What follows belongs to an exercise in optimizing a design on an open flow for small area, a short achievable clock period and few clock cycles per item; a production flow would make more cautious choices. Power is estimated from default activity; no workload was simulated.

Design subcoord_top, start of the top module:
module subcoord_top
(
    input  logic                        clock,
    input  logic                        reset,
    input  logic                        param_ready,
    input  logic                        coord_interface_done,
    input  logic [32-1:0] num_of_subsets,
    input  logic [31:0]                 subset_centerpoint_x,
    input  logic [31:0]                 subset_centerpoint_y,
    input  logic [31:0]                 half_subset_size,
    input  logic [32-1:0] subset_size_int,
    output logic                        coord_write,
    output logic [16-1:0] coord_addr,
    output logic [31:0]                 coord_x,
    output logic [31:0]                 coord_y,
    output logic                        coord_new_subset,
    output logic [32-1:0] base_address,
    output logic [32-1:0] num_pxl_int,
    output logic [31:0]                 num_pxl_fp,
    output logic                        sub_done,
    output logic [32-1:0] subset_counter
);
    localparam logic [2:0] S_IDLE  = 3'd0,
                           S_REQ   = 3'd1,
                           S_ALIGN = 3'd3,
                           S_RUN   = 3'd4,
                           S_NORM  = 3'd6,
                           S_DONE  = 3'd7;
    logic [2:0]  state;
    logic [16:0] xs;       
    logic [4:0]  xv;
    logic        xe6;
    logic [16:0] ys;
    logic [4:0]  yv;
    logic        ye6;
    logic [16:0] zs;
    logic [4:0]  zv;
    logic        xsub, zsub_done;     
    logic        xal, zal;            
    logic        xfin, zfin;          
    logic        xzr, zzr;            
    logic [7:0]  rr, cr;              
  ...
Settings: LEC_CHECK=0, CAP_MARGIN=20, CORE_MARGIN=2, CORE_UTILIZATION=40, SLEW_MARGIN=20; clock period 12.0 ns.
standard.sh (not shown) runs the stock make flow with config.mk's settings and CLKGATE_MAP_FILE= SYNTH_SCRIPT=/design/flow/synth_recipe.tcl, a recipe that flattens the netlist after the stock synthesis.
==> flow/flow/run.sh <==
#!/bin/bash
# The standard flow (standard.sh, standard synthesis) with these changes:
#  - port buffers are sky130_fd_sc_hd__buf_1;
#  - repair_timing may change footprints, does not clone gates, and aims
#    for extra setup slack (SETUP_SLACK_MARGIN below);
#  - CTS clusters up to 24 sinks per leaf buffer and adds no dummy loads.
# The make output goes to flow_make.log, each ORFS step logs to orfs/logs/.
set -euo pipefail
MARGIN=8.4
sed -e "s#\"\${@:-finish}\"#MATCH_CELL_FOOTPRINT=0 SETUP_SLACK_MARGIN=$MARGIN TNS_END_PERCENT=100 SKIP_GATE_CLONING=1 \"\${@:-finish}\"#" \
    standard.sh > flow_standard.sh
grep -q "SKIP_GATE_CLONING=1" flow_standard.sh
export BUFFER_PORTS_ARGS="-buffer_cell sky130_fd_sc_hd__buf_1"
export CTS_ARGS="-sink_clustering_enable -repair_clock_nets -dont_use_dummy_load -sink_clustering_size 24 -sink_clustering_max_diameter 120"
bash flow_standard.sh > flow_make.log 2>&1
The starting point completed without violations.
Edit:
--- a/flow/design.v
+++ b/flow/design.v
@@ -111,17 +111,17 @@
     assign in_yv  = {subset_centerpoint_y[30], subset_centerpoint_y[26:23]};
     assign x_do    = !xsub && xal;
     assign z_do    = !zsub_done && zal;
     assign q_shift = !(xsub || xal) || !(zsub_done || zal);
     assign x_norm  = xsub && !xs[16] && !xfin;
     assign z_norm  = zsub_done && !zs[16] && !zfin;
     assign hs      = (state == S_REQ) && coord_interface_done;
     assign last_px = lr && lc;
-    assign yv_n    = q_shift ? yv + 5'd1 : yv;
+    assign yv_n    = hs ? in_hv : (q_shift ? yv + 5'd1 : yv);
     assign x_diff = xs - ys;
     assign z_diff = zs - ys;
     assign cnt_inc  = subset_counter + 1'b1;
     assign side_m1  = subset_size_int[7:0] - 8'd1;
     assign side_one = (subset_size_int[7:0] == 8'd1);
     always_ff @(posedge clock)
     begin
         if (reset)
@@ -165,17 +165,17 @@
                     begin
                         coord_write <= 1'b0;
                         state       <= S_NORM;
                     end
                 end
                 S_NORM:
                     if (zsub_done && zs[16])
                     begin
-                        npi_q          <= x_diff[15:0];
+                        npi_q          <= xs[15:0];
                         npf_v          <= zv;
                         npf_e6         <= ~zv[4];
                         npf_m          <= zs[15:1];
                         subset_counter <= cnt_inc;
                         if (is_last)
                         begin
                             sub_done <= 1'b1;
                             state    <= S_DONE;
@@ -197,18 +197,18 @@
             sel_x <= side_one;
         else if (state == S_RUN)
             sel_x <= !last_px && (lr ? side_one : (rr == 8'd1));
         else
             sel_x <= 1'b0;
     end
     always_ff @(posedge clock)
     begin
-        xal <= hs ? (in_hv >= in_xv) : (yv_n >= xv);
-        zal <= hs ? (in_hv >= in_yv) : (yv_n >= zv);
+        xal <= (yv_n >= (hs ? in_xv : xv));
+        zal <= (yv_n >= (hs ? in_yv : zv));
         if (hs || (state == S_RUN && last_px))
         begin
             xsub      <= 1'b0;
             zsub_done <= 1'b0;
             xfin      <= 1'b0;
             zfin      <= 1'b0;
         end
         else
@@ -302,16 +302,17 @@
                     ye6      <= inc_e6_o;
                     rr       <= rr - 8'd1;
                     lr       <= (rr == 8'd1);
                 end
             end
             S_NORM:
                 if (!zsub_done)
                 begin
+                    xs <= x_diff;
                     zs <= {x_diff[15:0], 1'b0};
                     zv <= 5'd30;
                 end
                 else if (!zs[16])
                 begin
                     zs <= {zs[15:0], 1'b0};
                     zv <= zv - 5'd1;
                 end
Synthesized cell count fell by 1.5%.
Power fell by 13%.
Via count fell by 0.38%.
Cell area is about the same.
Area after synthesis barely changes.
Setup slack is worse by 67 ps.
Non-clock buffer count fell by 9.
Fmax fell by 1.8%.
Global-route usage is about the same.
Sequential power fell by 4.7%.
Die area hardly moves.
No run of this note included a check of the RTL's function; only the layout flow was run.

[what the ideal ports hide]
The flow's constraints put no driver on any port. The routed layouts listed below were extracted and timed again, unchanged, in two steps.
Step 1 assumes that a clkbuf_16 drives the clock port and a buf_2 every other input.
Step 2 times the ports against the registers' clock, not the clock port: input delays grow and output delays shrink by t, the midpoint of the rising clock arrivals with the driver on.
a / b / c = ideal / step 1 / step 2; a / b = the first two.
run	t, ns	slack for setup (ns)	clock arrival spread, ns	slew at the worst register clock pin (ns)	cell pins on the clock port's net
the first run	0.536	8.357 / 8.306 / 7.991	0.043 / 0.044	0.11 / 0.11	1
the second run	0.540	8.290 / 8.285 / 7.745	0.026 / 0.027	0.12 / 0.12	1
After both steps every run listed still meets setup and hold. The setup slack of the second run, which loses most, moves by -0.005 ns with the drivers and by -0.545 ns with both steps.
